Source: an optimization exercise on an open RTL-to-GDS flow (aim: small area). Production flows keep margins and buffers that such runs may drop. Only simulation tests tie the RTL to the original design; equivalence was not proved.

==> flow/design.v <==
`default_nettype none
package ub_pkg;
    typedef logic [16-1:0] ub_word_t;
    typedef ub_word_t [8-1:0] act_row_t;
    typedef struct packed {
        logic                  cyc;
        logic                  stb;
        logic                  we;
        logic [6-1:0] adr;
        logic [16-1:0] dat;
    } wb_req_t;
    typedef struct packed {
        logic                 en;
        logic [3-1:0] col;
        ub_word_t             data;
    } bank_wr_t;
    typedef struct packed {
        ub_word_t data;
        logic     last;  
    } stream_beat_t;
    typedef enum logic {
        S_IDLE,
        S_RUN
    } stream_state_t;
endpackage
`default_nettype wire
`default_nettype none
`timescale 1ns/1ps
module ub_top (
    input  wire                                  clk,
    input  wire                                  reset,
    input  wire                                  wb_cyc,
    input  wire                                  wb_stb,
    input  wire                                  wb_we,
    input  wire [6-1:0]                 wb_adr,
    input  wire [16-1:0]                 wb_dat,
    output wire                                  wb_ack,
    input  wire                                  store,
    input  wire [8-1:0]                   acc_full,
    input  wire [8*8*16-1:0] acc_rows,
    input  wire                                  ext_start,
    output wire [16-1:0]                 out_data,
    output wire                                  out_last,
    output wire                                  out_valid,
    input  wire                                  out_ready
);
    localparam int W     = 16;
    localparam int ROWS  = 8;
    localparam int COLS  = 8;
    localparam int WORDS = ROWS * COLS;
    logic ack;
    wire  take = wb_cyc && wb_stb && !ack && !store;
    always_ff @(posedge clk) begin
        if (reset) ack <= 1'b0;
        else       ack <= take;
    end
    assign wb_ack = ack;
    wire [ROWS-1:0] nsa;   
    wire [ROWS-1:0] nrs;   
    wire [ROWS-1:0] wr;    
    wire [COLS-1:0] wc;    
    for (genvar r = 0; r < ROWS; r++) begin : g_wrow
        assign nsa[r] = !(store && acc_full[r] && !reset);
        assign nrs[r] = !reset && !(store && acc_full[r]);
        assign wr[r]  = take && wb_we && !reset && wb_adr[6-1:3] == r;
    end
    for (genvar c = 0; c < COLS; c++) begin : g_wcol
        assign wc[c] = wb_adr[3-1:0] == c;
    end
    logic [WORDS*W-1:0] mem;
    for (genvar w = 0; w < WORDS; w++) begin : g_word
        wire nww, nhold, sa, ww, hold;
        ub_nand2 u_nww   (.a(wr[w / COLS]),  .b(wc[w % COLS]), .y(nww));
        ub_nand2 u_nhold (.a(nrs[w / COLS]), .b(nww),          .y(nhold));
        ub_inv   u_sa    (.a(nsa[w / COLS]), .y(sa));
        ub_inv   u_ww    (.a(nww),           .y(ww));
        ub_inv   u_hold  (.a(nhold),         .y(hold));
        for (genvar b = 0; b < W; b++) begin : g_bit
            ub_bit u_bit (
                .clk  (clk),
                .sa   (sa),
                .acc  (acc_rows[w*W + b]),
                .ww   (ww),
                .dat  (wb_dat[b]),
                .hold (hold),
                .q    (mem[w*W + b])
            );
        end
    end
    logic                  run;
    logic [6-1:0] ptr;    
    logic [W-1:0]          beat;
    wire last = (ptr == '0);       
    wire load = run ? (out_ready && !last) : ext_start;
    always_ff @(posedge clk) begin
        if (reset) begin
            run <= 1'b0;
            ptr <= '0;
        end else begin
            if (!run) begin
                if (ext_start) run <= 1'b1;
            end else if (out_ready && last) begin
                run <= 1'b0;
            end
            if (load) ptr <= ptr + 1'b1;
        end
    end
    wire [ROWS-1:0]  rl;
    wire [COLS-1:0]  cl;
    wire [WORDS-1:0] sel;
    for (genvar r = 0; r < ROWS; r++) begin : g_rrow
        assign rl[r] = load && ptr[6-1:3] == r;
    end
    for (genvar c = 0; c < COLS; c++) begin : g_rcol
        assign cl[c] = ptr[3-1:0] == c;
    end
    for (genvar w = 0; w < WORDS; w++) begin : g_sel
        wire nsel;
        ub_nand2 u_nsel (.a(rl[w / COLS]), .b(cl[w % COLS]), .y(nsel));
        ub_inv   u_sel  (.a(nsel), .y(sel[w]));
    end
    localparam int GROUPS = WORDS / 3;    
    for (genvar b = 0; b < W; b++) begin : g_rbit
        wire [GROUPS:0] t_n;              
        for (genvar g = 0; g < GROUPS; g++) begin : g_grp
            ub_aoi222 u_aoi (
                .a0 (mem[(3*g)*W + b]),   .s0 (sel[3*g]),
                .a1 (mem[(3*g+1)*W + b]), .s1 (sel[3*g+1]),
                .a2 (mem[(3*g+2)*W + b]), .s2 (sel[3*g+2]),
                .y_n(t_n[g])
            );
        end
        ub_aoi22 u_aoi_last (
            .a0 (mem[(WORDS-1)*W + b]), .s0 (sel[WORDS-1]),
            .a1 (beat[b]),              .s1 (!load),
            .y_n(t_n[GROUPS])
        );
        ub_beat_bit #(.N(GROUPS + 1)) u_beat (
            .clk (clk),
            .t_n (t_n),
            .q   (beat[b])
        );
    end
    assign out_valid = run;
    assign out_data  = beat;
    assign out_last  = last;
endmodule
module ub_bit (
    input  wire  clk,
    input  wire  sa,
    input  wire  acc,
    input  wire  ww,
    input  wire  dat,
    input  wire  hold,
    output logic q
);
    always_ff @(posedge clk) q <= (sa & acc) | (ww & dat) | (hold & q);
endmodule
module ub_nand2 (
    input  wire a, b,
    output wire y
);
    assign y = !(a & b);
endmodule
module ub_inv (
    input  wire a,
    output wire y
);
    assign y = !a;
endmodule
module ub_aoi222 (
    input  wire a0, s0, a1, s1, a2, s2,
    output wire y_n
);
    assign y_n = !((a0 & s0) | (a1 & s1) | (a2 & s2));
endmodule
module ub_aoi22 (
    input  wire a0, s0, a1, s1,
    output wire y_n
);
    assign y_n = !((a0 & s0) | (a1 & s1));
endmodule
module ub_beat_bit #(
    parameter int N = 22
) (
    input  wire         clk,
    input  wire [N-1:0] t_n,
    output logic        q
);
    always_ff @(posedge clk) q <= !(&t_n);
endmodule
`default_nettype wire
clock: 5.0 ns
lec_check: 0
cap_margin: 0
core_margin: 2
core_utilization: 40
slew_margin: 0
synth_hierarchical: 1
standard.sh (not shown) runs the stock make flow with config.mk's settings and CLKGATE_MAP_FILE= SYNTH_SCRIPT=/design/flow/synth_recipe.tcl, a recipe that flattens the netlist after the stock synthesis.
==> flow/flow/run.sh <==
#!/bin/bash
# The standard layout (standard.sh), with:
#  - the smallest buffer on every input and output port,
#  - a clock tree of small buffers (clkbuf_4 at the sinks), without dummy loads,
#  - power recovery (downsizing of non-critical cells) after global routing.
# make's output goes to make_finish.log here; each step's log is under orfs/logs/.
set -euo pipefail
bash standard.sh \
  'BUFFER_PORTS_ARGS=-buffer_cell sky130_fd_sc_hd__buf_1' \
  'CTS_ARGS=-sink_clustering_enable -repair_clock_nets -dont_use_dummy_load -buf_list {sky130_fd_sc_hd__clkbuf_4 sky130_fd_sc_hd__clkbuf_8} -root_buf sky130_fd_sc_hd__clkbuf_16 -tree_buf sky130_fd_sc_hd__clkbuf_8 -sink_clustering_buffer sky130_fd_sc_hd__clkbuf_4 -sink_clustering_size 8 -sink_clustering_max_diameter 60' \
  'RECOVER_POWER=100' \
  finish > make_finish.log 2>&1
The baseline finished with capacitance limit, slew limit left.
Next try:
--- a/flow/design.v
+++ b/flow/design.v
@@ -54,29 +54,27 @@
         if (reset) ack <= 1'b0;
         else       ack <= take;
     end
     assign wb_ack = ack;
     wire [ROWS-1:0] nsa;   
-    wire [ROWS-1:0] nrs;   
-    wire [ROWS-1:0] wr;    
-    wire [COLS-1:0] wc;    
+    wire [ROWS-1:0] rs;    
+    wire [ROWS-1:0] nwr;   
+    wire [COLS-1:0] nwc;   
     for (genvar r = 0; r < ROWS; r++) begin : g_wrow
         assign nsa[r] = !(store && acc_full[r] && !reset);
-        assign nrs[r] = !reset && !(store && acc_full[r]);
-        assign wr[r]  = take && wb_we && !reset && wb_adr[6-1:3] == r;
+        assign rs[r]  = reset || (store && acc_full[r]);
+        assign nwr[r] = !(take && wb_we && !reset && wb_adr[6-1:3] == r);
     end
     for (genvar c = 0; c < COLS; c++) begin : g_wcol
-        assign wc[c] = wb_adr[3-1:0] == c;
+        assign nwc[c] = !(wb_adr[3-1:0] == c);
     end
     logic [WORDS*W-1:0] mem;
     for (genvar w = 0; w < WORDS; w++) begin : g_word
-        wire nww, nhold, sa, ww, hold;
-        ub_nand2 u_nww   (.a(wr[w / COLS]),  .b(wc[w % COLS]), .y(nww));
-        ub_nand2 u_nhold (.a(nrs[w / COLS]), .b(nww),          .y(nhold));
-        ub_inv   u_sa    (.a(nsa[w / COLS]), .y(sa));
-        ub_inv   u_ww    (.a(nww),           .y(ww));
-        ub_inv   u_hold  (.a(nhold),         .y(hold));
+        wire sa, ww, hold;
+        ub_inv  u_sa   (.a(nsa[w / COLS]), .y(sa));
+        ub_nor2 u_ww   (.a(nwr[w / COLS]), .b(nwc[w % COLS]), .y(ww));
+        ub_nor2 u_hold (.a(rs[w / COLS]),  .b(ww),            .y(hold));
         for (genvar b = 0; b < W; b++) begin : g_bit
             ub_bit u_bit (
                 .clk  (clk),
                 .sa   (sa),
                 .acc  (acc_rows[w*W + b]),
@@ -103,23 +101,21 @@
                 run <= 1'b0;
             end
             if (load) ptr <= ptr + 1'b1;
         end
     end
-    wire [ROWS-1:0]  rl;
-    wire [COLS-1:0]  cl;
+    wire [ROWS-1:0]  nrl;
+    wire [COLS-1:0]  ncl;
     wire [WORDS-1:0] sel;
     for (genvar r = 0; r < ROWS; r++) begin : g_rrow
-        assign rl[r] = load && ptr[6-1:3] == r;
+        assign nrl[r] = !(load && ptr[6-1:3] == r);
     end
     for (genvar c = 0; c < COLS; c++) begin : g_rcol
-        assign cl[c] = ptr[3-1:0] == c;
+        assign ncl[c] = !(ptr[3-1:0] == c);
     end
     for (genvar w = 0; w < WORDS; w++) begin : g_sel
-        wire nsel;
-        ub_nand2 u_nsel (.a(rl[w / COLS]), .b(cl[w % COLS]), .y(nsel));
-        ub_inv   u_sel  (.a(nsel), .y(sel[w]));
+        ub_nor2 u_sel (.a(nrl[w / COLS]), .b(ncl[w % COLS]), .y(sel[w]));
     end
     localparam int GROUPS = WORDS / 3;    
     for (genvar b = 0; b < W; b++) begin : g_rbit
         wire [GROUPS:0] t_n;              
         for (genvar g = 0; g < GROUPS; g++) begin : g_grp
@@ -154,15 +150,15 @@
     input  wire  hold,
     output logic q
 );
     always_ff @(posedge clk) q <= (sa & acc) | (ww & dat) | (hold & q);
 endmodule
-module ub_nand2 (
+module ub_nor2 (
     input  wire a, b,
     output wire y
 );
-    assign y = !(a & b);
+    assign y = !(a | b);
 endmodule
 module ub_inv (
     input  wire a,
     output wire y
 );
The changed run reached the layout checks and failed them: capacitance limit, slew limit.
Die area is lower slightly.
Non-clock buffer count came out higher by 107.
Design area barely changes.
Register-to-register slack loses 140 ps.
Synthesized area decreases slightly.
Setup slack improves by 110 ps.
Clock skew went up by 9.6 ps.

re-timing with driven ports:
No port has a modelled driver above. Below, the same layouts with a new extraction and two added sets of constraints.
Step 1: set_driving_cell puts a clkbuf_16 on clk and a buf_2 on each other input, an assumption about the parent block.
Step 2 adds t to the input delays and takes it off the output delays; t is the mean of the earliest and latest rising clock arrival at the registers after step 1. Input paths then give back, and output paths get back, about the clock's delay inside the block.
Three values: ideal, step 1, step 2; two values: the first two.
run	t, ns	setup WS [ns]	worst setup path after step 2
the first run	0.787	0.214 / 0.262 / -0.525	input to register
the second run	0.794	0.326 / 0.326 / -0.024	input to register
For the first run, which loses most, drivers alone change the setup slack by +0.048 ns; drivers and shift together by -0.739 ns.
